What follows belongs to an exercise in optimizing a design on an open flow for small area; a production flow would make more cautious choices.
Where RTL was checked, it was by simulation tests only, not by an equivalence proof against the original.
Function not checked in runs 5 and 6: the RTL went through the layout flow alone.
Power and IR drop assume default switching activity.

### design/flow/run.sh
#!/bin/bash
# synth_recipe.tcl (not shown) runs the flow's synth.tcl, then flattens the netlist and writes it again
# the make line also repeats each setting of config.mk as NAME=value (left out here)
make -C /OpenROAD-flow-scripts/flow DESIGN_CONFIG=/design/flow/config.mk WORK_HOME=/design/flow/orfs CLKGATE_MAP_FILE= SYNTH_SCRIPT=/design/flow/synth_recipe.tcl finish
### design/flow/config.mk
export PLATFORM = sky130hd
export DESIGN_NAME = sigma_delta_adc8
export DESIGN_NICKNAME = sigma_delta_adc8
export VERILOG_FILES = /design/flow/design.v
export SDC_FILE = /design/flow/constraint.sdc
export NUM_CORES = 4
export LEC_CHECK = 0
export CAP_MARGIN = 20
export CORE_MARGIN = 2
export CORE_UTILIZATION = 40
export CTS_BUF_LIST = sky130_fd_sc_hd__clkbuf_8
export CTS_CLUSTER_DIAMETER = 50
export CTS_CLUSTER_SIZE = 18
export SLEW_MARGIN = 20
### design/flow/constraint.sdc
create_clock -name core_clock -period 10.0 [get_ports {clk}]
set_input_delay 2.0000 -clock core_clock [delete_from_list [all_inputs] [get_ports {clk}]]
set_output_delay 2.0000 -clock core_clock [all_outputs]
set_load 0.01 [all_outputs]
### design/flow/design.v
package sigma_delta_pkg;
   typedef enum logic {IDLE, SEND} out_state_t;
endpackage
module sigma_delta_cic (
   input  logic [6:0]  m,          
   input  logic [7:0]  bits,       
   input  logic [20:0] a_i,
   input  logic [18:0] b_i,
   output logic [20:0] a_o,
   output logic [18:0] b_o
);
   logic [3:0]  p;       
   logic [4:0]  w;       
   logic [12:0] binc;    
   logic        start;
   always_comb begin
      p = '0;
      w = '0;
      for (int i = 0; i < 8; i++) begin
         p = p + 4'(bits[i]);
         w = w + (bits[i] ? 5'(i) : 5'd0);
      end
   end
   assign binc  = {(p[3] ? {m, 3'b000} : 10'd0) | (10'(p[2:0]) * 10'(m)), 3'b000} + 13'(w);
   assign start = (m == 7'd0);
   assign a_o = (start ? {2'b00, b_i} : a_i) + {7'd0, p, 10'd0} - {8'd0, binc};
   assign b_o = (start ? 19'd0 : b_i) + {6'd0, binc};
endmodule
module sigma_delta_adc_mc (
   input  logic        clk,
   input  logic        rst,
   input  logic [7:0]  adc_lvds_pin,
   output logic [7:0]  adc_fb_pin,
   output logic [20:0] adc_output,
   output logic [2:0]  adc_channel,
   output logic        adc_valid,
   input  logic        adc_ready,
   output logic        adc_overrun
);
   logic [9:0]         count;
   logic [3:0]         nfr;        
   logic               tick, win, load;
   logic [63:0]        chunks;     
   logic [2:0]         ch;         
   logic [9:0]         cm;
   logic [7:0]         bits;
   logic [7:0][20:0]   ca;
   logic [7:0][18:0]   cb;
   logic [20:0]        ca_n;
   logic [18:0]        cb_n;
   logic [64:0][20:0]  hist;
   logic               wr_even, wr_odd;
   logic [7:0][23:0]   sum;
   logic [2:0]         sel;
   logic [7:0]         oh;
   logic [20:0]        y, y_old;
   logic [23:0]        sum_in, sum_n;
   logic               state;
   logic [2:0]         idx;
   always_ff @(posedge clk or posedge rst) begin
      if (rst) adc_fb_pin <= '0;
      else     adc_fb_pin <= adc_lvds_pin;
   end
   always_ff @(posedge clk or posedge rst) begin
      if (rst) count <= '0;
      else     count <= count + 1'b1;
   end
   assign tick = (count == 10'd1023);
   assign win  = (count >= 10'd3) && (count <= 10'd10);
   always_ff @(posedge clk or posedge rst) begin
      if (rst)                       nfr <= '0;
      else if (tick && nfr != 4'd10) nfr <= nfr + 1'b1;
   end
   for (genvar c = 0; c < 8; c++) begin : g_dl
      logic [6+c:0] dl;
      always_ff @(posedge clk) dl <= {dl[5+c:0], adc_fb_pin[c]};
      for (genvar i = 0; i < 8; i++) begin : g_bit
         if (7 + c - i == 0) begin : g_now
            assign chunks[8*((c+6)%8)+i] = adc_fb_pin[c];
         end else begin : g_old
            assign chunks[8*((c+6)%8)+i] = dl[6+c-i];
         end
      end
   end
   assign ch = count[2:0] + 3'd2;
   assign cm = count - 10'd6;
   assign bits = chunks[8*count[2:0] +: 8];
   sigma_delta_cic u_cic (
      .m(cm[9:3]), .bits(bits), .a_i(ca[7]), .b_i(cb[7]), .a_o(ca_n), .b_o(cb_n)
   );
   always_ff @(posedge clk) begin
      ca <= {ca[6:0], ca_n};
      cb <= {cb[6:0], cb_n};
   end
   assign y     = ca[4];
   assign y_old = count[0] ? hist[64] : hist[8];
   assign wr_even = (count >= 10'd5) && (count <= 10'd11) &&  count[0];
   assign wr_odd  = (count >= 10'd6) && (count <= 10'd12) && !count[0];
   always_ff @(posedge clk) begin
      hist <= {hist[63:9], wr_odd ? ca[6] : hist[8], hist[7:0], wr_even ? ca[6] : hist[64]};
   end
   assign sum_in = (win && nfr == 4'd2) ? 24'd0 : sum[7];
   assign sum_n  = sum_in + (win ? {3'd0, y} : 24'd0)
                   - ((win && nfr == 4'd10) ? {3'd0, y_old} : 24'd0);
   always_ff @(posedge clk) begin
      sum <= {sum[6:0], sum_n};
   end
   assign load = (count == 10'd3) && (nfr == 4'd10);
   always_ff @(posedge clk or posedge rst) begin
      if (rst) begin
         state       <= 1'b0;
         idx         <= '0;
         adc_overrun <= 1'b0;
      end else if (load) begin
         state <= 1'b1;
         idx   <= '0;
         if (state && !(adc_ready && idx == 3'd7)) adc_overrun <= 1'b1;
      end else if (state && adc_ready) begin
         if (idx == 3'd7) state <= 1'b0;
         idx <= idx + 1'b1;
      end
   end
   assign adc_valid   = state;
   assign adc_channel = idx;
   assign sel         = count[2:0] - 3'd4 - idx;
   always_comb begin
      for (int k = 0; k < 8; k++) oh[k] = (sel == 3'(k));
   end
   assign adc_output = ({21{oh[0]}} & sum[0][23:3]) | ({21{oh[1]}} & sum[1][23:3])
                     | ({21{oh[2]}} & sum[2][23:3]) | ({21{oh[3]}} & sum[3][23:3])
                     | ({21{oh[4]}} & sum[4][23:3]) | ({21{oh[5]}} & sum[5][23:3])
                     | ({21{oh[6]}} & sum[6][23:3]) | ({21{oh[7]}} & sum[7][23:3]);
endmodule
module sigma_delta_adc8 (
   input  logic        clk,
   input  logic        rst,
   input  logic [7:0]  adc_lvds_pin,
   output logic [7:0]  adc_fb_pin,
   output logic [20:0] adc_output,
   output logic [2:0]  adc_channel,
   output logic        adc_valid,
   input  logic        adc_ready,
   output logic        adc_overrun
);
   sigma_delta_adc_mc u_adc (
      .clk(clk), .rst(rst), .adc_lvds_pin(adc_lvds_pin), .adc_fb_pin(adc_fb_pin),
      .adc_output(adc_output), .adc_channel(adc_channel), .adc_valid(adc_valid),
      .adc_ready(adc_ready), .adc_overrun(adc_overrun)
   );
endmodule
==> results of run 1 <==
-- area by class of cell --
type | count | area [µm²]
multi-input combinational | 911 | 7530
sequential | 1988 | 39900
clock inverter | 64 | 892
inverter | 109 | 409
clock buffer | 150 | 2060
timing repair buffer | 70 | 636
tap | 1612 | 2020
antenna | 1 | 2.50
fill | 10600 | 66000
-- per-stage QoR --
step | util [%] | std cells
final | 44.8 | 4905
after global placement | 42.3 | 4690
after floorplan | - | 3054
after global routing | 44.8 | 4905
after CTS | 44.8 | 4904
after detailed placement | 42.3 | 4690
-- synthesized netlist by cell type (6+ instances only) --
cell      count  area [µm²]
a21o_1       25         188
a21oi_1      60         300
a22oi_1      84         631
and2_1       21         131
and3_1       12        75.1
buf_1         9        33.8
clkbuf_1     32         120
dfrtp_1      27         676
dfxtp_1    1961       39300
fa_1         42         841
ha_1         96        1200
inv_1       108         405
mux2_2       56         631
mux2i_1      34         340
mux4_2       16         360
nand2_1     104         390
nand2b_1     12        75.1
nand3_1      19        95.1
nand4_1      24         150
nor2_1       75         282
nor2b_1      10        62.6
nor3_1       18        90.1
o21a_1        8        60.1
o21ai_0      30         150
o21bai_1      6        45.0
or2_2         6        37.5
xnor2_1      49         429
xor2_1       26         228
-- logic make-up (layout without fill, tap and decap cells) --
logic type               Yosys count  count (layout)  synth area share, %
XOR/XNOR                          76              76                 1.40
flip-flops                      1988            1988                 83.2
adder cells (fa/ha/maj)          138             138                 4.25
buffers and inverters            155             393                 1.23
AND/OR/NAND/NOR                  322             322                 3.28
multiplexers                     106             106                 2.77
AO/OA/AOI/OAI                    269             269                 3.88
other                              0               1                    0
-- final timing paths --
| path | endpoint | startpoint | cells past startpoint |
|---|---|---|---|
| max | u_adc.ca[19]$_DFF_P_ | u_adc.count[0]$_DFF_PP0_ | 29 |
| min | u_adc.hist[793]$_DFF_P_ | u_adc.hist[772]$_DFF_P_ | 0 |
| max reg2reg | u_adc.ca[19]$_DFF_P_ | u_adc.count[0]$_DFF_PP0_ | 29 |
| min reg2reg | u_adc.hist[793]$_DFF_P_ | u_adc.hist[772]$_DFF_P_ | 0 |
| max in group asynchronous | u_adc.count[0]$_DFF_PP0_ | rst | 3 |
| min in group asynchronous | u_adc.adc_fb_pin[2]$_DFF_PP0_ | rst | 3 |
-- layout by cell type (no fill, tap or decap), types with 6 or more instances in the layout --
master           netlist  layout
a21o_1                25      25
a21oi_1               60      60
a22oi_1               84      84
and2_1                21      21
and3_1                12      12
buf_4                  1      26
bufinv_16              0      13
clkbuf_8               0     150
clkdlybuf4s50_1        0      44
clkinv_8               0       6
dfrtp_1               27      26
dfxtp_1             1961    1961
fa_1                  42      42
ha_1                  96      96
inv_1                108     117
inv_12                 0       6
inv_6                  0       9
mux2_2                56      56
mux2i_1               34      34
mux4_2                16      16
nand2_1              104     104
nand2b_1              12      12
nand3_1               19      17
nand4_1               24      24
nor2_1                75      75
nor2b_1               10      10
nor3_1                18      15
o21a_1                 8       8
o21ai_0               30      30
o21bai_1               6       6
or2_2                  6       6
xnor2_1               49      49
xor2_1                26      26
-- flip-flops by register name (all words and copies together), names as in the netlist --
signal             flops
u_adc.hist          1365
u_adc.sum            192
u_adc.ca             168
u_adc.cb             152
u_adc.g_dl.dl         84
u_adc.count           10
u_adc.adc_fb_pin       8
u_adc.nfr              4
u_adc.idx              3
u_adc.adc_overrun      1
u_adc.state            1
-- what timing repair did --
| action | CTS | global route |
|---|---|---|
| setup endpoints to repair | 0 | 3 |
| hold buffers | 0 | 0 |
| gates resized for setup | 0 | 2 |
-- routing by layer --
metal	vias up	global-route usage [%]	part of all wire, %
li1	10300	-	-
met1	9579	16.7	54
met2	327	15.5	39
met3	141	2.67	4.4
met4	0	4.93	2.9
met5	-	0	0
-- critical path: cells and delay by family (launching register included) --
| family | cells | cell delay (ns) |
|---|---|---|
| xor+xnor | 2 | 0.66 |
| compound gates | 5 | 1.05 |
| mux | 2 | 0.80 |
| fa+ha+maj | 10 | 3.93 |
| simple gates | 8 | 2.12 |
| flops | 1 | 0.61 |
| buf+inv | 2 | 0.18 |
-- where the power goes --
part	switching, µW	leakage (µW)	internal, µW
registers	207	0.0163	8490
logic	907	0.00410	724
clock network	2450	0.00152	1800
==> run notes, run 1 <==
status=timing/DRC/antenna clean; setup ws final=0.611 ns; initial antenna violation count=1; Mapped Nets=3203; relative slew slack=39.9%; CTS tree=built; Core Footprint=119000 µm²; setup TNS=0 ns; Critical Path Start Type=flop; most used cell, CP=fa_1; Rows=127; htree depth=4; post-route cell area=53500 µm²; Reg2Reg Setup Slack=0.61 ns; Vias=20300; Synth Cell Area=48000 µm²; Die Height=350 µm; Top Ports=45; leakage=0.0219 µW; Placed Instance Area=50500 µm²; die width=350 µm; clk slew on worst S/H paths=0.10 ns; Max FO, Critical Path=14; overall power=14600 µW; GRT Total Usage=11.3%; CTS sink cnt=1988; Max-cap violations=0; Max clock buf depth=3; count of final setup violators=0; slowest cell delay on critical path=0.65 ns; GRT overflow=0; Gate Count Post-Synth=3054; gpl congestion=0.821; #FFs+latches synth=1988; VDD IR max=170 µV; Post-CTS Repair Setup Buffers=0; Via density=4.14; number of synthesized flops with an enable pin=0; total CTS buffers=142; Netlist cell types=75; Syn-to-layout area delta=11.4%; final max-slew violation count=0; first-pass GRT wire length=109000 µm; initial core utilization=40.2%; DRC Markers=0; Pwr per Cell Area=273 nW/µm²; share of layout cells above drive strength 1=10.1%; Final period util=93.9%; largest net degree at the start of global routing=35; achievable clock frequency=107 MHz; Least-Margin Pin Slew=0.901 ns; crit path DAT=10.18 ns; 1st-pass router iterations=5; Synth async-reset ratio=1.36%; DP HPWL=41600 µm; clk root buf=clkbuf_8; die area=123000 µm²; clk latency of the worst-skew pair=0.88 ns; Mapped Avg Cell Area=15.7 µm²; fin nets=3371; ys flop type=dfxtp_1; Detail Route Antenna Nets=0; Hold WS=0.289 ns; register area share after synthesis=83.2%; endpoints failing hold=0; Synth warnings=2; critical path endpoint category=flop; vias in the first global route=20200; class of the worst hold path=reg2reg; DRT iter0 DRCs=1120; Clock Skews=0.0519 ns; Port Buffer Count=44; Placement Setup Slack=0.529 ns; RSZ-0062 raised after global routing=no; Tmin final=9.39 ns; CP Class=reg2reg; Routed WL per cell=13.8 µm; Req. time, crit path=10.79 ns; slowest CP cell=or4b_2; drt total wl=67600 µm
==> inputs of run 2 (changes only) <==
==> design/flow/flow/run.sh (new file) <==
#!/bin/bash
# Standard layout (the standard.sh, standard synthesis included), except that clock tree
# synthesis adds no dummy load cells and uses clkbuf_8 with sink clusters of at most 21 flops.
set -o pipefail
export CTS_ARGS="-sink_clustering_enable -repair_clock_nets -dont_use_dummy_load -sink_clustering_size 21 -sink_clustering_max_diameter 50 -buf_list sky130_fd_sc_hd__clkbuf_8"
bash standard.sh > standard.log 2>&1
==> design/flow/standard.sh (new file) <==
#!/bin/bash
# synth_recipe.tcl (not shown) runs the flow's synth.tcl, then flattens the netlist and writes it again
# the make line also repeats each setting of config.mk as NAME=value (left out here)
make -C /OpenROAD-flow-scripts/flow DESIGN_CONFIG=/design/flow/config.mk WORK_HOME=/design/flow/orfs CLKGATE_MAP_FILE= SYNTH_SCRIPT=/design/flow/synth_recipe.tcl "${@:-finish}"
--- a/design/flow/config.mk
+++ b/design/flow/config.mk
@@ -10,5 +10,2 @@
 export CORE_UTILIZATION = 40
-export CTS_BUF_LIST = sky130_fd_sc_hd__clkbuf_8
-export CTS_CLUSTER_DIAMETER = 50
-export CTS_CLUSTER_SIZE = 18
 export SLEW_MARGIN = 20
removed: design/flow/run.sh
==> run 2 against run 1 <==
Net effect:
- global-route usage decreased by 0.13 points
- setup slack improved by 0.038 ns
- register-to-register slack improved by 0.04 ns
- critical path depth unchanged
- sequential share of layout area increased by 1.7 points
- sequential power about the same
- largest power group unchanged
- die area unchanged
==> run notes, run 2 <==
largest net degree at the start of global routing=35 (unchanged); Max FO, Critical Path=14 (unchanged); ys flop type=dfxtp_1; sequential share of power=63.7% (+4.0 points); Synth Cell Area=48000 µm² (unchanged); slowest CP cell=or4b_2; DRC Markers=0 (unchanged); leakage=0.0213 µW (-2.7%); Least-Margin Pin Slew=0.934 ns (+0.0332 ns); slowest cell delay on critical path=0.65 ns (about the same); endpoints failing hold=0 (unchanged); clk root buf=clkbuf_8; synth cell count leaders=dfxtp_1, inv_1, nand2_1; Gate Count Post-Synth=3054 (unchanged); gpl congestion=0.821 (unchanged); post-route insts no fill=4822 (-1.7%); vias in the first global route=19900 (-1.5%); mux cell area share after synthesis=2.77% (unchanged); Via density=4.19 (+1.0%); Worst Path Buf+Inv=2 (unchanged); clk latency of the worst-skew pair=0.82 ns (-0.06 ns); Post-Synth Adder-Cell Area=4.25% (unchanged); CP Class=reg2reg; clk slew on worst S/H paths=0.10 ns (about the same); Cell Int Power=10400 µW (-5.7%); Crit. path cell count=29 (unchanged); #FFs+latches synth=1988 (unchanged); Placed Instance Area=50500 µm² (unchanged); area share of the largest cell type after synthesis=81.8% (unchanged); Storage cell area=39900 µm² (unchanged); share of layout cells above drive strength 1=8.04% (-2.1 points); initial antenna violation count=1 (unchanged); Synth warnings=2 (unchanged); Netlist cell types=75 (unchanged); Synth Area in Compound Gates=3.88% (unchanged); most frequent cells in the layout=dfxtp_1, clkbuf_8, inv_1; clock power share=24.3% (-4.9 points); Placement Setup Slack=0.529 ns (unchanged); drt total wl=66800 µm (-1.1%); most common cell after layout, fill and taps aside=dfxtp_1; Core Footprint=119000 µm² (unchanged); sw frac=23.9% (-0.57 points); most numerous cell in the Yosys netlist=dfxtp_1; Inst Count DP=4690 (unchanged); Tmin final=9.35 ns (-0.0381 ns); Syn-to-layout area delta=8.98%; main combinational cell family by area after synthesis=adder cells; fin nets=3359 (-0.36%); total CTS buffers=130 (-8.5%); GRT overflow=0 (unchanged); Mapped Avg Cell Area=15.7 µm² (unchanged); Clock Skews=0.0852 ns (+0.0334 ns); Post-Synth XOR/XNOR Area=1.40% (unchanged); hold_buf cts=0 (unchanged); class of the worst hold path=reg2reg; status=timing/DRC/antenna clean; Top Ports=45 (unchanged); leading area contributor after synthesis=dfxtp_1; R2R depth=29 (unchanged); Filler cells=10700 (+0.95%); number of synthesized flops with an enable pin=0 (unchanged); flip-flop count of the largest register after layout=1365 (unchanged); Pwr per Cell Area=261 nW/µm² (-4.3%); achievable clock frequency=107 MHz (+0.41%); 1st-pass router iterations=4 (-1); Detail Route Antenna Nets=0 (unchanged); relative slew slack=37.7% (-2.2 points); Multi-input gate area=7530 µm² (unchanged); final max-slew violation count=0 (unchanged); first-pass GRT wire length=108000 µm (-1.1%); Max clock buf depth=3 (unchanged); Top reg by flops=u_adc.hist; Hold Path Depth=0 (unchanged); register area share after synthesis=83.2% (unchanged); crit path DAT=10.05 ns (-0.13 ns); Reg-to-Reg Start=u_adc.count[0]$_DFF_PP0_; Routed WL per cell=13.9 µm (+0.61%); Final period util=93.5% (-0.38 points); Largest regs=u_adc.hist (1365), u_adc.sum (192), u_adc.ca (168); Req. time, crit path=10.70 ns (-0.09 ns); hold wc startpoint=u_adc.g_dl[3].dl[0]$_DFF_P_; Psw=3260 µW (-8.6%); CTS tree=built; post-route cell area=52300 µm² (-2.2%); Vias=20200 (-0.68%); Crit path max-delay family=adder cells; htree depth=4 (unchanged); DRT iter0 DRCs=1110 (-0.89%); DP HPWL=41600 µm (unchanged); simple-gate share of the synthesized area=3.28% (unchanged); Synth area leaders=dfxtp_1, ha_1, fa_1, dfrtp_1, a22oi_1; CTS sink cnt=1988 (unchanged); Port Buffer Count=44 (unchanged); Synth async-reset ratio=1.36% (unchanged); count of final setup violators=0 (unchanged); reg2reg end=u_adc.ca[19]$_DFF_P_; Critical Path Start Type=flop; Reg2Reg Setup Slack=0.65 ns (+0.04 ns); Die Height=350 µm (unchanged); Comb pwr share=11.9% (+0.7 points); die area=123000 µm² (unchanged); critical path endpoint category=flop; Mapped Nets=3203 (unchanged); VDD IR max=166 µV (-2.8%); GRT Total Usage=11.1% (-0.13 points); setup TNS=0 ns (unchanged); most used cell, CP=fa_1; RSZ-0062 raised after global routing=no; initial core utilization=40.2% (unchanged); Rows=127 (unchanged); setup ws final=0.649 ns (+0.0381 ns); die width=350 µm (unchanged); Max-cap violations=0 (unchanged); Endpoint, Worst Hold=u_adc.g_dl[3].dl[1]$_DFF_P_
## run 2: cell counts after synthesis
Identical to the previous run, type by type.
## run 2: timing repair
action	CTS	global route
setup endpoints to repair	0	2
setup buffers	0	0
gates resized for setup	0	2
## run 2: worst max path at each step
stage | from | to | slack (ns)
2_1_floorplan | u_adc.count[0]$_DFF_PP0_ | u_adc.ca[20]$_DFF_P_ | 0.75
3_3_place_gp | u_adc.count[0]$_DFF_PP0_ | u_adc.ca[20]$_DFF_P_ | 0.57
3_5_place_dp | u_adc.count[0]$_DFF_PP0_ | u_adc.ca[19]$_DFF_P_ | 0.53
4_1_cts | u_adc.count[0]$_DFF_PP0_ | u_adc.ca[19]$_DFF_P_ | 0.51
5_1_grt | u_adc.count[0]$_DFF_PP0_ | u_adc.ca[19]$_DFF_P_ | 0.04
6_report | u_adc.count[0]$_DFF_PP0_ | u_adc.ca[19]$_DFF_P_ | 0.65
## run 2: logic make-up after synthesis
kind of cell | Yosys count
DFF | 1988
and+or+nand+nor | 322
AOI/OAI and AO/OA | 269
buffers and inverters | 155
adders and majority gates | 138
muxes | 106
xor gates and xnor gates | 76
## run 2: power groups by stage
stage | combinational, µW | clock [µW] | sequential (µW)
floorplan | 1240 | 0 | 8770
global placement | 1620 | 0 | 8880
detailed placement | 1630 | 0 | 8890
CTS | 1640 | 3490 | 8720
global route | 1850 | 3780 | 8770
finish | 1630 | 3320 | 8700
## run 2: final cells by class
type / count / share of cell area [%]
Sequential cell: 1988 / 76.3
Multi-Input combinational cell: 911 / 14.4
Tap cell: 1612 / 3.85
Clock buffer: 130 / 3.42
Timing Repair Buffer: 70 / 1.21
Inverter: 109 / 0.782
Antenna cell: 2 / 0.00957
## run 2: metrics by stage
stage,total power (µW),hold WS [ns],utilization [%]
after floorplan,10000,0.310,-
after global placement,10500,0.310,42.3
after detailed placement,10500,0.312,42.3
after CTS,13800,0.246,43.8
after global routing,14400,0.243,43.8
final,13700,0.249,43.8
## run 2: per-layer routing
layer	global-route usage, %	up-vias	share of wire, %
li1	-	10200	-
met1	16.7	9529	54
met2	15.2	339	39
met3	2.85	127	4.8
met4	4.06	0	2.6
met5	0	-	0
==> inputs of run 3 (changes only) <==
--- a/design/flow/design.v
+++ b/design/flow/design.v
@@ -3,2 +3,17 @@
 endpackage
+module sigma_delta_rca #(
+   parameter int W = 8
+) (
+   input  logic [W-1:0] a,
+   input  logic [W-1:0] b,
+   input  logic         cin,
+   output logic [W-1:0] s
+);
+   logic [W:0] c;
+   assign c[0] = cin;
+   for (genvar k = 0; k < W; k++) begin : g_bit
+      assign s[k]   = a[k] ^ b[k] ^ c[k];
+      assign c[k+1] = (a[k] & b[k]) | (a[k] & c[k]) | (b[k] & c[k]);
+   end
+endmodule
 module sigma_delta_cic (
@@ -13,16 +28,52 @@
    logic [4:0]  w;       
+   logic [9:0]  pm;      
+   logic [9:0]  pm01;
    logic [12:0] binc;    
    logic        start;
-   always_comb begin
-      p = '0;
-      w = '0;
-      for (int i = 0; i < 8; i++) begin
-         p = p + 4'(bits[i]);
-         w = w + (bits[i] ? 5'(i) : 5'd0);
-      end
-   end
-   assign binc  = {(p[3] ? {m, 3'b000} : 10'd0) | (10'(p[2:0]) * 10'(m)), 3'b000} + 13'(w);
+   logic [20:0] a_sel;
+   logic [18:0] b_sel;
+   function automatic logic [1:0] fa(input logic x, input logic y, input logic z);
+      fa = {(x & y) | (x & z) | (y & z), x ^ y ^ z};
+   endfunction
+   logic [1:0] f1, f2, f3, f4, f5, f6, f7;
+   always_comb begin
+      f1 = fa(bits[0], bits[1], bits[2]);
+      f2 = fa(bits[3], bits[4], bits[5]);
+      f3 = fa(bits[6], bits[7], 1'b0);
+      f4 = fa(f1[0], f2[0], f3[0]);           
+      f5 = fa(f1[1], f2[1], f3[1]);           
+      f6 = fa(f5[0], f4[1], 1'b0);            
+      f7 = fa(f5[1], f6[1], 1'b0);            
+      p  = {f7[1], f7[0], f6[0], f4[0]};
+   end
+   logic [1:0] g1, g2, g3, g4, g5, g6, g7, g8;
+   always_comb begin
+      g1 = fa(bits[1], bits[3], bits[5]);     
+      g2 = fa(g1[0], bits[7], 1'b0);          
+      g3 = fa(bits[2], bits[3], bits[6]);     
+      g4 = fa(g3[0], bits[7], g1[1]);
+      g5 = fa(g4[0], g2[1], 1'b0);            
+      g6 = fa(bits[4], bits[5], bits[6]);     
+      g7 = fa(g6[0], bits[7], g3[1]);
+      g8 = fa(g7[0], g4[1], g5[1]);           
+      w  = {2'b00, g8[0], g5[0], g2[0]} + {((g6[1] & g7[1]) | (g6[1] & g8[1]) | (g7[1] & g8[1])),
+                                           g6[1] ^ g7[1] ^ g8[1], 3'b000};
+   end
+   sigma_delta_rca #(.W(10)) u_pm01 (
+      .a({3'd0, m & {7{p[0]}}}), .b({2'd0, m & {7{p[1]}}, 1'b0}), .cin(1'b0), .s(pm01)
+   );
+   sigma_delta_rca #(.W(10)) u_pm (
+      .a(pm01), .b({1'b0, m & {7{p[2]}}, 2'b00} | {m & {7{p[3]}}, 3'b000}), .cin(1'b0), .s(pm)
+   );
+   sigma_delta_rca #(.W(10)) u_binc (
+      .a(pm), .b({8'd0, w[4:3]}), .cin(1'b0), .s(binc[12:3])
+   );
+   assign binc[2:0] = w[2:0];
    assign start = (m == 7'd0);
-   assign a_o = (start ? {2'b00, b_i} : a_i) + {7'd0, p, 10'd0} - {8'd0, binc};
-   assign b_o = (start ? 19'd0 : b_i) + {6'd0, binc};
+   assign a_sel = start ? {2'b00, b_i} : a_i;
+   assign b_sel = start ? 19'd0 : b_i;
+   logic [13:0] ainc;
+   sigma_delta_rca #(.W(14)) u_ainc (.a({p, 10'd0}), .b(~{1'b0, binc}), .cin(1'b1), .s(ainc));
+   sigma_delta_rca #(.W(21)) u_a (.a(a_sel), .b({7'd0, ainc}), .cin(1'b0), .s(a_o));
+   sigma_delta_rca #(.W(19)) u_b (.a(b_sel), .b({6'd0, binc}), .cin(1'b0), .s(b_o));
 endmodule
@@ -57,2 +108,4 @@
    logic [23:0]        sum_in, sum_n;
+   logic [23:0]        op1, op2, cs_s, cs_c;
+   logic               sub;
    logic               state;
@@ -102,4 +155,12 @@
    assign sum_in = (win && nfr == 4'd2) ? 24'd0 : sum[7];
-   assign sum_n  = sum_in + (win ? {3'd0, y} : 24'd0)
-                   - ((win && nfr == 4'd10) ? {3'd0, y_old} : 24'd0);
+   assign sub = win && nfr == 4'd10;
+   assign op1 = {3'd0, y & {21{win}}};
+   assign op2 = ~{3'd0, y_old & {21{sub}}};
+   always_comb begin
+      for (int k = 0; k < 24; k++) begin
+         cs_s[k] = sum_in[k] ^ op1[k] ^ op2[k];
+         cs_c[k] = (sum_in[k] & op1[k]) | (sum_in[k] & op2[k]) | (op1[k] & op2[k]);
+      end
+   end
+   sigma_delta_rca #(.W(24)) u_sum (.a(cs_s), .b({cs_c[22:0], 1'b1}), .cin(1'b0), .s(sum_n));
    always_ff @(posedge clk) begin
--- a/design/flow/config.mk
+++ b/design/flow/config.mk
@@ -9,3 +9,3 @@
 export CORE_MARGIN = 2
-export CORE_UTILIZATION = 40
+export CORE_UTILIZATION = 60
 export SLEW_MARGIN = 20
==> run 3 against run 2 <==
Net effect:
- still clean on timing, DRC and antenna
- cell area shrank 3.0%
- clock power is essentially flat
- sequential share of layout area grew 2.3 points
- combinational power shrank 58%
- global-route usage grew 5.0 points
- final cell count shrank 17%
==> run notes, run 3 <==
status=timing/DRC/antenna clean; Filler cells=5575 (-48%); overall power=12600 µW (-7.5%); Least-Margin Pin Slew=0.935 ns (+0.00101 ns); Mapped Nets=2948 (-8.0%); Netlist cell types=62 (-17%); Hold WS=0.239 ns (-0.0104 ns); die width=284 µm (-19%); Largest regs=u_adc.hist (1365), u_adc.sum (192), u_adc.ca (168); Mapped Avg Cell Area=16.8 µm² (+7.1%); DRT iter0 DRCs=695 (-37%); reg2reg end=u_adc.sum[22]$_DFF_P_; VDD IR max=159 µV (-3.9%); Routed WL per cell=15.7 µm (+14%); area share of the largest cell type after synthesis=83.5% (+1.7 points); leading area contributor after synthesis=dfxtp_1; #FFs+latches synth=1988 (unchanged); first-pass GRT wire length=102000 µm (-5.3%); most used cell, CP=fa_2; most frequent cells in the layout=dfxtp_1, clkbuf_8, inv_1; GRT Total Usage=16.2% (+5.0 points); Req. time, crit path=10.72 ns (+0.02 ns); Hold Path Depth=0 (unchanged); achievable clock frequency=102 MHz (-4.3%); CTS sink cnt=1988 (unchanged); Synth area leaders=dfxtp_1, fa_1, mux4_2, dfrtp_1, ha_1; Detail Route Antenna Nets=0 (unchanged); RSZ-0062 raised after global routing=yes; Max-cap violations=0 (unchanged); Port Buffer Count=44 (unchanged); Synth Cell Area=47000 µm² (-2.1%); Top Ports=45 (unchanged); vias in the first global route=19000 (-4.4%); fin nets=3111 (-7.4%); Final period util=97.8% (+4.2 points); Max FO, Critical Path=5 (-9); Die Height=284 µm (-19%); Synth async-reset ratio=1.36% (unchanged); Clock Skews=0.110 ns (+0.0246 ns); leakage=0.0209 µW (-2.0%); final max-slew violation count=0 (unchanged); Endpoint, Worst Hold=u_adc.ca[32]$_DFF_P_; drt total wl=62900 µm (-5.9%); Critical Path Start Type=flop; CTS tree=built; Rows=102 (-20%); Pwr per Cell Area=249 nW/µm² (-4.7%); slowest cell delay on critical path=0.53 ns (-0.12 ns); relative slew slack=37.6% (-0.065 points); Gate Count Post-Synth=2794 (-8.5%); gpl congestion=0.803 (-2.1%); count of final setup violators=0 (unchanged); Max clock buf depth=3 (unchanged); class of the worst hold path=reg2reg; Tmin final=9.78 ns (+0.425 ns); DRC Markers=0 (unchanged); CP Class=reg2reg; DP HPWL=38800 µm (-6.8%); Vias=18300 (-9.2%); number of synthesized flops with an enable pin=0 (unchanged); crit path DAT=10.50 ns (+0.45 ns); endpoints failing hold=0 (unchanged); Top reg by flops=u_adc.hist; setup TNS=0 ns (unchanged); synth cell count leaders=dfxtp_1, inv_1, nand2_1; clk root buf=clkbuf_8; critical path endpoint category=flop; Final Util=65.5% (+22 points); most common cell after layout, fill and taps aside=dfxtp_1; clk latency of the worst-skew pair=0.80 ns (-0.02 ns); slowest CP cell=fa_1; GRT overflow=0 (unchanged); ys flop type=dfxtp_1; post-route insts no fill=3997 (-17%); Core Footprint=77500 µm² (-35%); 1st-pass router iterations=5 (+1); Reg2Reg Setup Slack=0.22 ns (-0.42 ns); Synth warnings=2 (unchanged); clk slew on worst S/H paths=0.12 ns (+0.02 ns); share of layout cells above drive strength 1=9.88% (+1.8 points); htree depth=4 (unchanged); total CTS buffers=134 (+3.1%); initial antenna violation count=3 (+2); register area share after synthesis=84.9% (+1.7 points); R2R depth=33 (+14%); die area=80600 µm² (-34%); hold wc startpoint=u_adc.ca[11]$_DFF_P_; Via density=4.59 (+9.6%); Syn-to-layout area delta=7.96%; most numerous cell in the Yosys netlist=dfxtp_1; Inst Count DP=3854 (-18%); Reg-to-Reg Start=u_adc.count[0]$_DFF_PP0_; largest net degree at the start of global routing=52 (+49%); flip-flop count of the largest register after layout=1365 (unchanged); initial core utilization=60.7% (+21 points)
## run 3: per-stage QoR
stage	setup WS [ns]	instance area (µm²)
2_1_floorplan	0.00724	47100
3_3_place_gp	0.0175	48700
3_5_place_dp	-0.121	48700
4_1_cts	0.0107	50600
5_1_grt	-0.0424	50800
6_report	0.224	50800
## run 3: logic make-up after synthesis
kind of cell / share of synthesized area, %
muxes: 4.01
and+or+nand+nor: 2.31
AOI/OAI and AO/OA: 1.18
adders and majority gates: 5.31
buffers and inverters: 1.70
DFF: 84.9
xor gates and xnor gates: 0.572
## run 3: final cells by class
cell class	instances	area (µm²)	area share, %
Clock buffer	134	1840	3.63
Inverter	133	500	0.986
Tap cell	1040	1300	2.56
Sequential cell	1988	39900	78.7
Timing Repair Buffer	79	767	1.51
Antenna cell	2	5.00	0.00986
Multi-Input combinational cell	621	6410	12.6
## run 3: worst max path at each step
stage / to / from / cells past startpoint / slack (ns)
after floorplan: u_adc.sum[22]$_DFF_P_ / u_adc.count[0]$_DFF_PP0_ / 36 / 0.007
after global placement: u_adc.sum[22]$_DFF_P_ / u_adc.count[8]$_DFF_PP0_ / 31 / 0.02
after detailed placement: u_adc.sum[22]$_DFF_P_ / u_adc.count[0]$_DFF_PP0_ / 33 / -0.12
after CTS: u_adc.ca[20]$_DFF_P_ / u_adc.count[0]$_DFF_PP0_ / 33 / 0.01
after global routing: u_adc.sum[22]$_DFF_P_ / u_adc.count[0]$_DFF_PP0_ / 33 / -0.04
final: u_adc.sum[22]$_DFF_P_ / u_adc.count[0]$_DFF_PP0_ / 33 / 0.22
## run 3: metal layers
layer  share of wire [%]  wire length (µm)  global-route usage, %
met1                  51             31800                   23.6
met2                  43             26800                   23.7
met3                 4.0              2510                   3.46
met4                 2.8              1790                   6.27
met5               0.021                13                      0
## run 3: report_power, final
part / internal [µW] / leakage (µW) / switching, µW / total, µW
registers: 8410 / 0.0162 / 211 / 8620
clock network: 1210 / 0.000963 / 2120 / 3330
logic: 295 / 0.00365 / 382 / 677
## run 3: repair_timing
action / CTS / global route
cloned: 0 / 2
hold buffers: 0 / 0
pin swaps: 2 / 4
buffers inserted: 0 / 5
resized for setup: 6 / 28
endpoints found under the setup margin: 2 / 6
## run 3: worst max-delay path, delay by kind of cell (launching register included)
family / cells / cell delay [ns]
adders and majority gates: 24 / 8.27
DFF: 1 / 0.49
buffers and inverters: 4 / 0.33
AOI/OAI and AO/OA: 2 / 0.32
and+or+nand+nor: 3 / 0.31
==> inputs of run 4 (changes only) <==
--- a/design/flow/config.mk
+++ b/design/flow/config.mk
@@ -9,3 +9,3 @@
 export CORE_MARGIN = 2
-export CORE_UTILIZATION = 60
+export CORE_UTILIZATION = 40
 export SLEW_MARGIN = 20
==> run 4 against run 3 <==
Net effect:
- still clean
- total power is 0.25% lower
- register-to-register slack improved by 0.04 ns
- non-clock buffer count rose by 4
- via count fell by 1.5%
- utilization decreased by 21 points
- combinational power hardly changed
- sequential share of layout area decreased by 0.74 points
- clock skew barely moved
- routed wire length decreased by 2.3%
- clock-buffer cell count decreased by 4
- largest cell class unchanged
- largest power group unchanged
==> run notes, run 4 <==
status=timing/DRC/antenna clean; Filler cells=10300 (+85%); Critical Path Start Type=flop; Rows=125 (+23%); largest net degree at the start of global routing=52 (unchanged); clk slew on worst S/H paths=0.11 ns (about the same); Tmin final=9.74 ns (-0.0389 ns); achievable clock frequency=103 MHz (+0.40%); DP HPWL=37800 µm (-2.5%); Pwr per Cell Area=246 nW/µm² (-1.2%); slowest CP cell=fa_1; most numerous cell in the Yosys netlist=dfxtp_1; die area=120000 µm² (+49%); number of synthesized flops with an enable pin=0 (unchanged); die width=347 µm (+22%); Crit path max-delay family=adder cells; Least-Margin Pin Slew=0.961 ns (+0.0257 ns); Mapped Avg Cell Area=16.8 µm² (unchanged); vias in the first global route=17800 (-6.3%); clk root buf=clkbuf_8; Clock Skews=0.110 ns (-0.0000320 ns); Max clock buf depth=3 (unchanged); Synth warnings=2 (unchanged); Max-cap violations=0 (unchanged); Syn-to-layout area delta=8.98%; Top reg by flops=u_adc.hist; setup TNS=0 ns (unchanged); gpl congestion=0.774 (-3.6%); Synth area leaders=dfxtp_1, fa_1, mux4_2, dfrtp_1, ha_1; Largest regs=u_adc.hist (1365), u_adc.sum (192), u_adc.ca (168); clk latency of the worst-skew pair=0.86 ns (+0.06 ns); Vias=18100 (-1.5%); Core Footprint=116000 µm² (+50%); Placed Instance Area=49400 µm² (+1.4%); ys flop type=dfxtp_1; RSZ-0062 raised after global routing=yes; Hold WS=0.235 ns (-0.00364 ns); Die Height=347 µm (+22%); final max-slew violation count=0 (unchanged); Port Buffer Count=44 (unchanged); Endpoint, Worst Hold=u_adc.ca[32]$_DFF_P_; R2R depth=31 (-6.1%); most used cell, CP=fa_2; endpoints failing hold=0 (unchanged); crit path DAT=10.48 ns (-0.02 ns); Reg-to-Reg Start=u_adc.count[8]$_DFF_PP0_; Mapped Nets=2948 (unchanged); count of final setup violators=0 (unchanged); register area share after synthesis=84.9% (unchanged); htree depth=4 (unchanged); DRC Markers=0 (unchanged); Worst Path Buf+Inv=4 (unchanged); initial antenna violation count=4 (+1); most frequent cells in the layout=dfxtp_1, inv_1, clkbuf_8; Reg2Reg Setup Slack=0.26 ns (+0.04 ns); Req. time, crit path=10.74 ns (+0.02 ns); area share of the largest cell type after synthesis=83.5% (unchanged); Detail Route Antenna Nets=0 (unchanged); CP Class=reg2reg; reg2reg end=u_adc.sum[22]$_DFF_P_; Synth async-reset ratio=1.36% (unchanged); post-route cell area=51200 µm² (+0.95%); Top Ports=45 (unchanged); Max FO, Critical Path=3 (-2); most common cell after layout, fill and taps aside=dfxtp_1; Netlist cell types=62 (unchanged); Cell Int Power=9880 µW (-0.31%); Routed WL per cell=13.7 µm (-13%); first-pass GRT wire length=97500 µm (-4.5%); synth cell count leaders=dfxtp_1, inv_1, nand2_1; class of the worst hold path=reg2reg; leading area contributor after synthesis=dfxtp_1; sw frac=21.5% (+0.042 points); fin nets=3111 (unchanged); #FFs+latches synth=1988 (unchanged); initial core utilization=40.4% (-20 points); flip-flop count of the largest register after layout=1365 (unchanged); total CTS buffers=130 (-3.0%); DRT iter0 DRCs=865 (+24%); GRT overflow=0 (unchanged); sequential share of power=68.4% (about the same); Comb pwr share=5.4% (about the same); Psw=2710 µW (about the same); Via density=4.03 (-12%); VDD IR max=140 µV (-12%); Hold Path Depth=0 (unchanged); drt total wl=61500 µm (-2.3%); leakage=0.0208 µW (-0.11%); critical path endpoint category=flop; Gate Count Post-Synth=2794 (unchanged); GRT Total Usage=10.4% (-5.8 points); hold wc startpoint=u_adc.ca[11]$_DFF_P_; share of layout cells above drive strength 1=9.31% (-0.58 points); 1st-pass router iterations=5 (unchanged); Storage cell area=39900 µm² (unchanged); Multi-input gate area=6360 µm² (-0.78%); Final period util=97.4% (-0.39 points); slowest cell delay on critical path=0.48 ns (-0.05 ns); clock power share=26.3% (about the same); relative slew slack=35.9% (-1.7 points); CTS tree=built; Synth Cell Area=47000 µm² (unchanged); CTS sink cnt=1988 (unchanged)
run 4: cell counts after synthesis:
No cell type changed its count.
run 4: final cells by class:
type	instances	area share, %
Antenna cell	5	0.0244
Tap cell	1524	3.72
Clock buffer	130	3.49
Multi-Input combinational cell	621	12.4
Timing Repair Buffer	83	1.45
Inverter	133	0.977
Sequential cell	1988	77.9
run 4: metrics by stage:
stage	setup slack, ns	power [µW]	utilization (%)	instances
floorplan	0.00724	9130	-	2794
global placement	0.0420	9490	42.5	4347
detailed placement	-0.0593	9480	42.5	4347
CTS	0.0115	12800	44.0	4478
global route	-0.0249	13300	44.0	4482
finish	0.263	12600	44.0	4484
run 4: power by group through the flow:
| stage | clock network (µW) | logic, µW | registers (µW) |
|---|---|---|---|
| after global placement | 0 | 698 | 8790 |
| after CTS | 3490 | 699 | 8620 |
| final | 3310 | 676 | 8610 |
| after floorplan | 0 | 453 | 8680 |
| after global routing | 3770 | 827 | 8660 |
| after detailed placement | 0 | 683 | 8800 |
run 4: layer usage:
layer	routed length, µm	vias to the layer above	part of all wire [%]	GRT usage (%)
li1	-	9041	-	-
met1	33000	8615	54	15.6
met2	23500	283	38	13.8
met3	3040	131	5.0	2.80
met4	1960	0	3.2	4.54
met5	0	-	0	0
run 4: cell families (layout without fill, tap and decap cells):
logic type                 Yosys count  in the layout  synth area share [%]
AOI/OAI and AO/OA                   75             75                  1.18
xor gates and xnor gates            29             29                 0.572
adders and majority gates          143            143                  5.31
buffers and inverters              185            346                  1.70
DFF                               1988           1988                  84.9
muxes                              140            140                  4.01
other                                0              5                     0
and+or+nand+nor                    234            234                  2.31
run 4: what timing repair did:
action,in CTS,in global routing
hold buffers,0,0
gates resized for setup,4,8
pin swaps,2,5
endpoints found under the setup margin,1,4
setup buffers,1,1
run 4: worst max path at each step:
stage,from,end,slack [ns],cells past startpoint
floorplan,u_adc.count[0]$_DFF_PP0_,u_adc.sum[22]$_DFF_P_,0.007,36
global placement,u_adc.count[8]$_DFF_PP0_,u_adc.sum[22]$_DFF_P_,0.04,31
detailed placement,u_adc.count[8]$_DFF_PP0_,u_adc.sum[22]$_DFF_P_,-0.06,31
CTS,u_adc.count[8]$_DFF_PP0_,u_adc.sum[22]$_DFF_P_,0.01,31
global route,u_adc.count[8]$_DFF_PP0_,u_adc.sum[22]$_DFF_P_,-0.02,31
finish,u_adc.count[8]$_DFF_PP0_,u_adc.sum[22]$_DFF_P_,0.26,31
==> inputs of run 5 (changes only) <==
--- a/design/flow/design.v
+++ b/design/flow/design.v
@@ -138,3 +138,3 @@
    assign ch = count[2:0] + 3'd2;
-   assign cm = count - 10'd6;
+   assign cm = {count[9:3] - 7'(count[2:0] < 3'd6), 3'b000};
    assign bits = chunks[8*count[2:0] +: 8];
==> design/flow/flow/run.sh (replaced) <==
#!/bin/bash
# Standard layout (the standard.sh, standard synthesis included), except that clock tree
# synthesis adds no dummy load cells and uses the buffer and sink clusters given below.
set -o pipefail
export CTS_ARGS="-sink_clustering_enable -repair_clock_nets -dont_use_dummy_load -sink_clustering_size 11 -sink_clustering_max_diameter 30 -buf_list sky130_fd_sc_hd__clkbuf_4"
bash standard.sh > standard.log 2>&1
==> run 5 against run 4 <==
Net effect:
- hold slack hardly changed
- critical endpoint unchanged
- global-route usage increased by 0.082 points
- clock skew increased by 0.028 ns
- routed wire length down 2.0%
- total power is 2.5% higher
- via count up 1.5%
- largest power group unchanged
- register-to-register slack lost 0.08 ns
- utilization is 0.38 points higher
- cell area up 0.72%
- area after synthesis fell by 0.40%
==> run notes, run 5 <==
status=timing/DRC/antenna clean; Core Footprint=116000 µm² (-0.13%); most used cell, CP=fa_2; Largest regs=u_adc.hist (1365), u_adc.sum (192), u_adc.ca (168); VDD IR max=109 µV (-23%); CTS tree=built; CTS sink cnt=1988 (unchanged); drt total wl=60200 µm (-2.0%); #FFs+latches synth=1988 (unchanged); crit path from=u_adc.count[0]$_DFF_PP0_; crit path DAT=10.87 ns (+0.39 ns); Worst Path Buf+Inv=5 (+1); most frequent cells in the layout=dfxtp_1, clkbuf_4, inv_1; setup TNS=0 ns (unchanged); clk root buf=clkbuf_4; DRC Markers=0 (unchanged); Hold WS=0.235 ns (+0.0000140 ns); hold wc startpoint=u_adc.hist[728]$_DFF_P_; Critical Path Start Type=flop; most common cell after layout, fill and taps aside=dfxtp_1; Netlist cell types=52 (-16%); Filler cells=10300 (-0.72%); synth cell count leaders=dfxtp_1, inv_1, fa_1; Die Height=346 µm (-0.20%); Synth warnings=2 (unchanged); first-pass GRT wire length=98700 µm (+1.2%); Tmin final=9.82 ns (+0.0794 ns); Via density=4.00 (-0.80%); clk slew on worst S/H paths=0.10 ns (about the same); Max clock buf depth=4 (+1); share of layout cells above drive strength 1=15.8% (+6.5 points); Placement Setup Slack=-0.0464 ns (+0.0129 ns); overall power=12900 µW (+2.5%); Max-cap violations=0 (unchanged); endpoints failing hold=0 (unchanged); final max-slew violation count=0 (unchanged); initial core utilization=40.3% (-0.11 points); relative slew slack=36.9% (+0.96 points); most numerous cell in the Yosys netlist=dfxtp_1; Req. time, crit path=11.06 ns (+0.32 ns); Vias=18300 (+1.5%); Syn-to-layout area delta=10.2%; Rows=125 (unchanged); Gate Count Post-Synth=2731 (-2.3%); initial antenna violation count=3 (-1); total CTS buffers=294 (+130%); slowest cell delay on critical path=0.45 ns (-0.03 ns); Synth Cell Area=46800 µm² (-0.40%); ys flop type=dfxtp_1; fin nets=3214 (+3.3%); Mapped Nets=2887 (-2.1%); GRT Total Usage=10.4% (+0.082 points); clk latency of the worst-skew pair=1.18 ns (+0.32 ns); Synth async-reset ratio=1.36% (unchanged); Pwr per Cell Area=250 nW/µm² (+1.7%); area share of the largest cell type after synthesis=83.8% (+0.33 points); Synth area leaders=dfxtp_1, fa_1, mux4_2, mux2_2, dfrtp_1; setup ws final=0.184 ns (-0.0794 ns); die area=120000 µm² (-0.39%); number of synthesized flops with an enable pin=0 (unchanged); gpl congestion=0.754 (-2.6%); Clock Skews=0.138 ns (+0.0277 ns); flip-flop count of the largest register after layout=1365 (unchanged); Top reg by flops=u_adc.hist; hold_buf cts=0 (unchanged); Top Ports=45 (unchanged); Routed WL per cell=13.1 µm (-4.2%); htree depth=5 (+1); Inst Count DP=4281 (-1.5%); Max FO, Critical Path=5 (+2); Mapped Avg Cell Area=17.1 µm² (+1.9%); RSZ-0062 raised after global routing=yes; die width=346 µm (-0.20%); Final period util=98.2% (+0.79 points); GRT overflow=0 (unchanged); Detail Route Antenna Nets=0 (unchanged); leading area contributor after synthesis=dfxtp_1; register area share after synthesis=85.3% (+0.34 points); class of the worst hold path=reg2reg; Least-Margin Pin Slew=0.946 ns (-0.0144 ns); leakage=0.0212 µW (+1.5%); post-route insts no fill=4586 (+2.3%); vias in the first global route=19000 (+6.6%); DRT iter0 DRCs=735 (-15%); Port Buffer Count=44 (unchanged); DP HPWL=35400 µm (-6.4%); slowest CP cell=fa_1; Reg-to-Reg Start=u_adc.count[0]$_DFF_PP0_; achievable clock frequency=102 MHz (-0.81%); critical path endpoint category=flop; CP Class=reg2reg; largest net degree at the start of global routing=59 (+13%); Crit path max-delay family=adder cells; 1st-pass router iterations=6 (+1); count of final setup violators=0 (unchanged)
-- run 5: power by group --
group / leakage, µW / switching [µW] / internal [µW] / total (µW)
clock network: 0.00135 / 2250 / 1360 / 3610
registers: 0.0162 / 171 / 8410 / 8580
logic: 0.00356 / 406 / 311 / 717
-- run 5: logic make-up (layout without fill, tap and decap cells) --
kind of cell | count (synthesis) | after routing | share of synthesized area, %
AOI/OAI and AO/OA | 38 | 38 | 0.566
xor gates and xnor gates | 29 | 29 | 0.614
adders and majority gates | 145 | 145 | 5.38
buffers and inverters | 179 | 504 | 1.54
DFF | 1988 | 1988 | 85.3
muxes | 154 | 154 | 4.66
other | 0 | 6 | 0
and+or+nand+nor | 198 | 198 | 1.96
-- run 5: worst paths after layout --
path,slack (ns),cells after the start,endpoint
hold / removal,0.24,0,u_adc.hist[749]$_DFF_P_
min in group asynchronous,1.27,3,u_adc.adc_fb_pin[2]$_DFF_PP0_
setup / recovery,0.18,33,u_adc.sum[22]$_DFF_P_
max in group asynchronous,8.31,3,u_adc.count[0]$_DFF_PP0_
setup reg to reg,0.18,33,u_adc.sum[22]$_DFF_P_
hold reg to reg,0.24,0,u_adc.hist[749]$_DFF_P_
-- run 5: through the flow --
stage | area, µm² | utilization (%)
finish | 51600 | 44.4
global route | 51600 | 44.4
CTS | 51500 | 44.3
detailed placement | 49200 | 42.4
global placement | 49200 | 42.4
floorplan | 46900 | -
-- run 5: metal layers --
layer,track usage [%],share of wire [%],vias up
li1,-,-,9246
met4,5.77,2.9,0
met2,13.8,39,328
met5,0,0,-
met3,3.06,4.7,150
met1,15.2,53,8610
-- run 5: area by class of cell --
type                    count  area (µm²)  share of cell area (%)
multi-input cells         564        6320                    12.2
clock buffers             294        2210                    4.28
well taps                1524        1910                    3.69
repair buffers             79         741                    1.44
inverters                 131         492                   0.953
diodes                      6        15.0                  0.0291
flip-flops and latches   1988       39900                    77.4
-- run 5: timing repair --
item / 4_1_cts / 5_1_grt
gates resized for setup: 1 / 24
pin swaps: 0 / 1
endpoints found under the setup margin: 1 / 6
buffers inserted: 0 / 4
cloned: 0 / 1
-- run 5: worst reg2reg max path: cells and delay by family, from the launching register on --
family                     cells  cell delay [ns]
and+or+nand+nor                3             0.71
AOI/OAI and AO/OA              1             0.24
adders and majority gates     24             8.11
buffers and inverters          5             0.34
DFF                            1             0.44
==> inputs of run 6 (changes only) <==
==> design/flow/flow/run.sh (replaced) <==
#!/bin/bash
# Standard layout (the standard.sh, standard synthesis included), except that clock tree
# synthesis adds no dummy load cells and uses the buffer and sink clusters given below.
set -o pipefail
export CTS_ARGS="-sink_clustering_enable -repair_clock_nets -dont_use_dummy_load -sink_clustering_size 36 -sink_clustering_max_diameter 40 -buf_list sky130_fd_sc_hd__clkbuf_16"
bash standard.sh > standard.log 2>&1
==> run 6 against run 5 <==
Net effect:
- clock power grew about 40%
- area after synthesis is the same
- synthesized cell count unchanged
- sequential share of layout area down 2.2 points
- setup slack got worse by 0.0027 ns
- die area unchanged
- critical path depth unchanged
- maximum frequency is essentially flat
- non-clock buffer count fell by 3
- cell area up 3.0%
- largest power group unchanged
- highest routed layer unchanged
==> run notes, run 6 <==
drt total wl=59900 µm (-0.54%); number of diodes=0 (-6); hold wc startpoint=u_adc.hist[318]$_DFF_P_; Top Ports=45 (unchanged); sequential share of power=59.9% (-6.6 points); Hold WS=0.225 ns (-0.00985 ns); Cell Int Power=11400 µW (+13%); Comb pwr share=5.0% (-0.6 points); Pwr per Cell Area=270 nW/µm² (+7.9%); relative slew slack=35.6% (-1.2 points); share of layout cells above drive strength 1=11.6% (-4.2 points); DRT iter0 DRCs=854 (+16%); ys flop type=dfxtp_1; Synth area leaders=dfxtp_1, fa_1, mux4_2, mux2_2, dfrtp_1; area share of the largest cell type after synthesis=83.8% (unchanged); Synth warnings=2 (unchanged); Placed Instance Area=49200 µm² (unchanged); Die Height=346 µm (unchanged); CTS tree=built; flip-flop count of the largest register after layout=1365 (unchanged); CP Class=reg2reg; fin nets=3069 (-4.5%); Via density=4.00 (about the same); Vias=17700 (-3.3%); initial antenna violation count=1 (-2); GRT overflow=0 (unchanged); die width=346 µm (unchanged); critical path endpoint category=flop; gpl congestion=0.754 (unchanged); class of the worst hold path=reg2reg; most numerous cell in the Yosys netlist=dfxtp_1; VDD IR max=163 µV (+50%); Port Buffer Count=44 (unchanged); Req. time, crit path=10.66 ns (-0.40 ns); Filler cells=9986 (-2.6%); register area share after synthesis=85.3% (unchanged); Psw=2950 µW (+4.3%); crit path DAT=10.48 ns (-0.39 ns); Least-Margin Pin Slew=0.965 ns (+0.0187 ns); largest net degree at the start of global routing=59 (unchanged); number of synthesized flops with an enable pin=0 (unchanged); Clock Skews=0.104 ns (-0.0331 ns); CTS sink cnt=1988 (unchanged); slowest CP cell=fa_1; Multi-input gate area=6310 µm² (-0.14%); Reg2Reg Setup Slack=0.18 ns (about the same); reg2reg end=u_adc.sum[22]$_DFF_P_; Max clock buf depth=3 (-1); most frequent cells in the layout=dfxtp_1, clkbuf_16, inv_1; Final period util=98.2% (about the same); Core Footprint=116000 µm² (unchanged); Max FO, Critical Path=4 (-1); Synth async-reset ratio=1.36% (unchanged); clk slew on worst S/H paths=0.09 ns (about the same); status=timing/DRC/antenna clean; count of final setup violators=0 (unchanged); Routed WL per cell=13.5 µm (+2.8%); Max-cap violations=0 (unchanged); achievable clock frequency=102 MHz (about the same); Syn-to-layout area delta=13.5%; R2R depth=33 (unchanged); most used cell, CP=fa_2; Top reg by flops=u_adc.hist; Largest regs=u_adc.hist (1365), u_adc.sum (192), u_adc.ca (168); vias in the first global route=17900 (-6.0%); clk root buf=clkbuf_16; clk latency of the worst-skew pair=0.75 ns (-0.43 ns); Endpoint, Worst Hold=u_adc.hist[339]$_DFF_P_; Gate Count Post-Synth=2731 (unchanged); Reg-to-Reg Start=u_adc.count[0]$_DFF_PP0_; die area=120000 µm² (unchanged); first-pass GRT wire length=96900 µm (-1.8%); total CTS buffers=152 (-48%); RSZ-0062 raised after global routing=yes; Mapped Avg Cell Area=17.1 µm² (unchanged); Tmin final=9.82 ns (+0.00274 ns); Rows=125 (unchanged); Critical Path Start Type=flop; Storage cell area=39900 µm² (about the same); Hold Path Depth=0 (unchanged); 1st-pass router iterations=4 (-2); DP HPWL=35400 µm (unchanged); clock power share=35.1% (+7.1 points); GRT Total Usage=10.3% (-0.18 points); leading area contributor after synthesis=dfxtp_1; Synth Cell Area=46800 µm² (unchanged); post-route cell area=53100 µm² (+3.0%); sw frac=20.6% (-1.3 points); DRC Markers=0 (unchanged); most common cell after layout, fill and taps aside=dfxtp_1; Detail Route Antenna Nets=0 (unchanged); final max-slew violation count=0 (unchanged); htree depth=4 (-1); Mapped Nets=2887 (unchanged); hold_buf cts=0 (unchanged); slowest cell delay on critical path=0.45 ns (about the same); #FFs+latches synth=1988 (unchanged); initial core utilization=40.3% (unchanged); endpoints failing hold=0 (unchanged); synth cell count leaders=dfxtp_1, inv_1, fa_1; Netlist cell types=52 (unchanged); leakage=0.0217 µW (+2.3%)
## run 6: cell counts after synthesis
No cell type changed its count.
## run 6: how the worst max path moves through the flow
stage / end / slack (ns) / startpoint / depth (start not counted)
2_1_floorplan: u_adc.sum[22]$_DFF_P_ / 0.008 / u_adc.count[0]$_DFF_PP0_ / 36
3_3_place_gp: u_adc.sum[22]$_DFF_P_ / 0.03 / u_adc.count[7]$_DFF_PP0_ / 31
3_5_place_dp: u_adc.sum[22]$_DFF_P_ / -0.05 / u_adc.count[7]$_DFF_PP0_ / 31
4_1_cts: u_adc.ca[20]$_DFF_P_ / 0.04 / u_adc.count[0]$_DFF_PP0_ / 33
5_1_grt: u_adc.sum[22]$_DFF_P_ / -0.02 / u_adc.count[0]$_DFF_PP0_ / 33
6_report: u_adc.sum[22]$_DFF_P_ / 0.18 / u_adc.count[0]$_DFF_PP0_ / 33
## run 6: cells by family after synthesis
family,count (synthesis),share of synthesized area [%]
and+or+nand+nor,198,1.96
xor gates and xnor gates,29,0.614
DFF,1988,85.3
AOI/OAI and AO/OA,38,0.566
muxes,154,4.66
adders and majority gates,145,5.38
buffers and inverters,179,1.54
## run 6: layout make-up
type | count | share of cell area (%)
clock buffer | 152 | 7.16
inverter | 131 | 0.925
multi-input combinational | 564 | 11.9
sequential | 1988 | 75.1
tap | 1524 | 3.59
timing repair buffer | 76 | 1.32
## run 6: routing by layer
layer / share of wire (%) / track usage [%]
met1: 54 / 15.3
met3: 4.7 / 2.83
met5: 0 / 0
met2: 39 / 13.9
met4: 2.8 / 4.19
## run 6: what timing repair did
| item | 4_1_cts | 5_1_grt |
|---|---|---|
| buffers inserted | 0 | 2 |
| resized for setup | 1 | 24 |
| gates cloned | 0 | 0 |
| pin swaps | 0 | 1 |
| endpoints found under the setup margin | 1 | 6 |
## run 6: power by group through the flow
stage / Sequential, µW / Combinational, µW / Clock (µW)
2_1_floorplan: 8680 / 450 / 0
3_3_place_gp: 8760 / 716 / 0
3_5_place_dp: 8770 / 699 / 0
4_1_cts: 8600 / 725 / 5230
5_1_grt: 8640 / 840 / 5520
6_report: 8590 / 716 / 5040
## run 6: per-stage QoR
stage / power (µW) / utilization, % / setup WS [ns] / instances / TNS (ns)
detailed placement: 9470 / 42.4 / -0.0464 / 4281 / -0.0680
global placement: 9480 / 42.4 / 0.0270 / 4281 / 0
finish: 14300 / 45.7 / 0.181 / 4435 / 0
floorplan: 9130 / - / 0.00755 / 2731 / 0
global route: 15000 / 45.7 / -0.0232 / 4435 / -0.0232
CTS: 14600 / 45.7 / 0.0432 / 4433 / 0
## run 6: worst max-delay path: cells and delay by family (launching register included)
kind,cells,cell delay (ns)
and+or+nand+nor,3,0.71
buffers and inverters,5,0.35
AOI/OAI and AO/OA,1,0.24
DFF,1,0.43
adders and majority gates,24,8.09
==> inputs of run 7 (changes only) <==
--- a/design/flow/design.v
+++ b/design/flow/design.v
@@ -109,3 +109,4 @@
    logic [23:0]        op1, op2, cs_s, cs_c;
-   logic               sub;
+   logic               sub, clr;
+   logic [9:0]         count_n;
    logic               state;
@@ -118,6 +119,11 @@
       if (rst) count <= '0;
-      else     count <= count + 1'b1;
-   end
-   assign tick = (count == 10'd1023);
-   assign win  = (count >= 10'd3) && (count <= 10'd10);
+      else     count <= count_n;
+   end
+   assign count_n = count + 1'b1;
+   assign tick    = (count == 10'd1023);
+   always_ff @(posedge clk) begin
+      win <= (count_n >= 10'd3) && (count_n <= 10'd10);
+      clr <= (count_n >= 10'd3) && (count_n <= 10'd10) && (nfr == 4'd2);
+      sub <= (count_n >= 10'd3) && (count_n <= 10'd10) && (nfr == 4'd10);
+   end
    always_ff @(posedge clk or posedge rst) begin
@@ -154,4 +160,3 @@
    end
-   assign sum_in = (win && nfr == 4'd2) ? 24'd0 : sum[7];
-   assign sub = win && nfr == 4'd10;
+   assign sum_in = clr ? 24'd0 : sum[7];
    assign op1 = {3'd0, y & {21{win}}};
==> design/flow/flow/run.sh (replaced) <==
#!/bin/bash
# Standard layout (the standard.sh, standard synthesis included), except that clock tree
# synthesis adds no dummy load cells and uses clkbuf_8 with sink clusters of at most 21 flops.
set -o pipefail
export CTS_ARGS="-sink_clustering_enable -repair_clock_nets -dont_use_dummy_load -sink_clustering_size 21 -sink_clustering_max_diameter 50 -buf_list sky130_fd_sc_hd__clkbuf_8"
bash standard.sh > standard.log 2>&1
==> run 7 against run 6 <==
Net effect:
- critical path type unchanged
- clock-buffer cell count is 17 lower
- combinational power is 7.3% lower
- global-route usage increased by 0.11 points
- total power shrank 12%
==> run notes, run 7 <==
initial core utilization=40.2% (-0.075 points); Synth area leaders=dfxtp_1, fa_1, dfrtp_1, a22oi_1, ha_1; simple-gate share of the synthesized area=2.18% (+0.21 points); Tmin final=9.68 ns (-0.141 ns); endpoints failing hold=0 (unchanged); CTS sink cnt=1991 (+0.15%); Synth Cell Area=46600 µm² (-0.45%); Port Buffer Count=44 (unchanged); largest net degree at the start of global routing=28 (-53%); Detail Route Antenna Nets=0 (unchanged); most used cell, CP=fa_1; Top reg by flops=u_adc.hist; first-pass GRT wire length=97600 µm (+0.79%); Via density=3.98 (-0.35%); Vias=17600 (-0.55%); Netlist cell types=46 (-12%); clk slew on worst S/H paths=0.11 ns (+0.02 ns); ys flop type=dfxtp_1; Pwr per Cell Area=248 nW/µm² (-8.2%); achievable clock frequency=103 MHz (+1.5%); slowest cell delay on critical path=0.53 ns (+0.08 ns); 1st-pass router iterations=4 (unchanged); Max clock buf depth=3 (unchanged); Synth async-reset ratio=1.36% (-0.0020 points); total CTS buffers=135 (-11%); clk root buf=clkbuf_8; relative slew slack=45.7% (+10 points); Rows=125 (unchanged); Least-Margin Pin Slew=0.807 ns (-0.157 ns); class of the worst hold path=reg2reg; Req. time, crit path=10.76 ns (+0.10 ns); slowest CP cell=fa_1; most numerous cell in the Yosys netlist=dfxtp_1; GRT overflow=0 (unchanged); number of synthesized flops with an enable pin=0 (unchanged); vias in the first global route=17900 (-0.050%); setup TNS=0 ns (unchanged); most common cell after layout, fill and taps aside=dfxtp_1; Max-cap violations=0 (unchanged); DRC Markers=0 (unchanged); Storage cell area=40000 µm² (+0.15%); Inst Count DP=4282 (+0.023%); crit path DAT=10.44 ns (-0.04 ns); initial antenna violation count=1 (unchanged); main combinational cell family by area after synthesis=adder cells; Clock Skews=0.109 ns (+0.00498 ns); DP HPWL=36900 µm (+4.3%); Mapped Nets=2893 (+0.21%); Critical Path Start Type=flop; Syn-to-layout area delta=9.32%; VDD IR max=127 µV (-22%); CTS tree=built; clk latency of the worst-skew pair=0.83 ns (+0.08 ns); drt total wl=60300 µm (+0.58%); leakage=0.0206 µW (-4.9%); Core Footprint=116000 µm² (-0.27%); fin nets=3058 (-0.36%); hold_buf cts=0 (unchanged); Synth Area in Compound Gates=1.62% (+1.1 points); GRT Total Usage=10.4% (+0.11 points); post-route insts no fill=4426 (-0.20%); register area share after synthesis=85.8% (+0.52 points); Routed WL per cell=13.6 µm (+0.78%); die area=119000 µm² (-0.45%); area share of the largest cell type after synthesis=84.3% (+0.51 points); Post-Synth Adder-Cell Area=5.41% (+0.025 points); #FFs+latches synth=1991 (+0.15%); most frequent cells in the layout=dfxtp_1, clkbuf_8, inv_1; critical path endpoint category=flop; Post-Synth XOR/XNOR Area=0.596% (-0.019 points); Mapped Avg Cell Area=17.0 µm² (-0.67%); Final period util=96.8% (-1.4 points); Final Util=44.0% (-1.8 points); final max-slew violation count=0 (unchanged); Largest regs=u_adc.hist (1365), u_adc.sum (192), u_adc.ca (168); overall power=12600 µW (-12%); share of layout cells above drive strength 1=8.66% (-3.0 points); leading area contributor after synthesis=dfxtp_1; Filler cells=10100 (+1.0%); flip-flop count of the largest register after layout=1365 (unchanged); htree depth=4 (unchanged); Max FO, Critical Path=3 (-1); Multi-input gate area=6000 µm² (-4.9%); mux cell area share after synthesis=2.92% (-1.7 points); Die Height=345 µm (-0.22%); synth cell count leaders=dfxtp_1, inv_1, fa_1; Synth warnings=2 (unchanged); count of final setup violators=0 (unchanged); die width=345 µm (-0.22%); gpl congestion=0.788 (+4.5%); CP Class=reg2reg; Top Ports=45 (unchanged); Gate Count Post-Synth=2737 (+0.22%); status=timing/DRC/antenna clean; DRT iter0 DRCs=768 (-10%)
-- run 7: worst max-delay path: cells and delay by family, from the launching register on --
family / cells / cell delay, ns
fa+ha+maj: 23 / 8.63
buf+inv: 4 / 0.33
flops: 1 / 0.43
mux: 1 / 0.16
simple gates: 1 / 0.08
-- run 7: metrics by stage --
| stage | cell area (µm²) | setup slack [ns] | hold WS [ns] |
|---|---|---|---|
| final | 51000 | 0.322 | 0.208 |
| after global placement | 48900 | -0.00968 | 0.310 |
| after detailed placement | 48900 | -0.0434 | 0.312 |
| after global routing | 51000 | -0.0280 | 0.190 |
| after CTS | 50800 | 0.0000835 | 0.199 |
| after floorplan | 46600 | 0.0713 | 0.310 |
-- run 7: layout make-up --
| type | count | area share (%) |
|---|---|---|
| Timing Repair Buffer | 73 | 1.39 |
| Tap cell | 1524 | 3.74 |
| Multi-Input combinational cell | 571 | 11.8 |
| Antenna cell | 2 | 0.00982 |
| Clock buffer | 135 | 3.65 |
| Sequential cell | 1991 | 78.5 |
| Inverter | 130 | 0.957 |
-- run 7: cells by family (layout without fill, tap and decap cells) --
family / after synthesis / after routing
flops: 1991 / 1991
buf+inv: 175 / 338
xor+xnor: 30 / 30
compound gates: 102 / 102
mux: 109 / 109
fa+ha+maj: 145 / 145
other cells: 0 / 2
simple gates: 185 / 185
-- run 7: final timing paths --
kind | start | end | slack [ns] | cells after the start
worst min register to register | u_adc.ca[12]$_DFF_P_ | u_adc.ca[33]$_DFF_P_ | 0.21 | 0
min in group asynchronous | rst | u_adc.adc_fb_pin[1]$_DFF_PP0_ | 1.56 | 3
worst min-delay path | u_adc.ca[12]$_DFF_P_ | u_adc.ca[33]$_DFF_P_ | 0.21 | 0
max in group asynchronous | rst | u_adc.count[7]$_DFF_PP0_ | 8.06 | 3
worst max register to register | u_adc.count[0]$_DFF_PP0_ | u_adc.sum[22]$_DFF_P_ | 0.32 | 29
worst max-delay path | u_adc.count[0]$_DFF_PP0_ | u_adc.sum[22]$_DFF_P_ | 0.32 | 29
-- run 7: power by group --
part	total (µW)	switching, µW	leakage [µW]	internal (µW)
logic	664	377	0.00333	287
registers	8600	179	0.0163	8420
clock network	3360	2140	0.000971	1220
-- run 7: per-layer routing --
metal,global-route usage (%),part of all wire [%]
met1,15.3,53
met2,14.4,40
met3,2.79,4.1
met4,3.85,2.8
met5,0,0
-- run 7: what timing repair did --
| item | CTS | global route |
|---|---|---|
| gates cloned | 0 | 2 |
| setup buffers | 0 | 5 |
| gates resized for setup | 1 | 18 |
| pin swaps | 0 | 0 |
| hold endpoints to repair | 0 | 0 |
| endpoints found under the setup margin | 1 | 5 |

## separate check: timing with driven ports
The results above use ideal ports. As a check the final layouts listed here were re-extracted and re-timed, cells and wires unchanged. Step 1 sets driving cells, clkbuf_16 on the clock port and buf_2 on the other inputs (assumed; they add their load-dependent delay and slew). Step 2 moves the port delays by t, midway between the first and last clock arrival at a register: inputs arrive t later, outputs are due t later. That takes back most of the time a late clock gives input paths. a / b / c = no drivers / after step 1 / after step 2; a / b = the first two.
run | t (ns) | setup WS [ns] | worst register clock-pin slew, ns | cell pins on the clock port's net
run 1 | 0.913 | 0.611 / 0.611 / 0.611 | 0.11 / 0.11 | 1
run 2 | 0.846 | 0.649 / 0.649 / 0.649 | 0.12 / 0.12 | 1
run 3 | 0.806 | 0.224 / 0.224 / 0.224 | 0.12 / 0.12 | 1
run 4 | 0.846 | 0.263 / 0.263 / 0.263 | 0.12 / 0.12 | 1
run 5 | 1.172 | 0.184 / 0.184 / 0.184 | 0.11 / 0.11 | 1
run 6 | 0.763 | 0.181 / 0.181 / 0.181 | 0.11 / 0.11 | 1
run 7 | 0.839 | 0.322 / 0.322 / 0.322 | 0.12 / 0.12 | 1
After both steps every run listed still meets setup and hold.
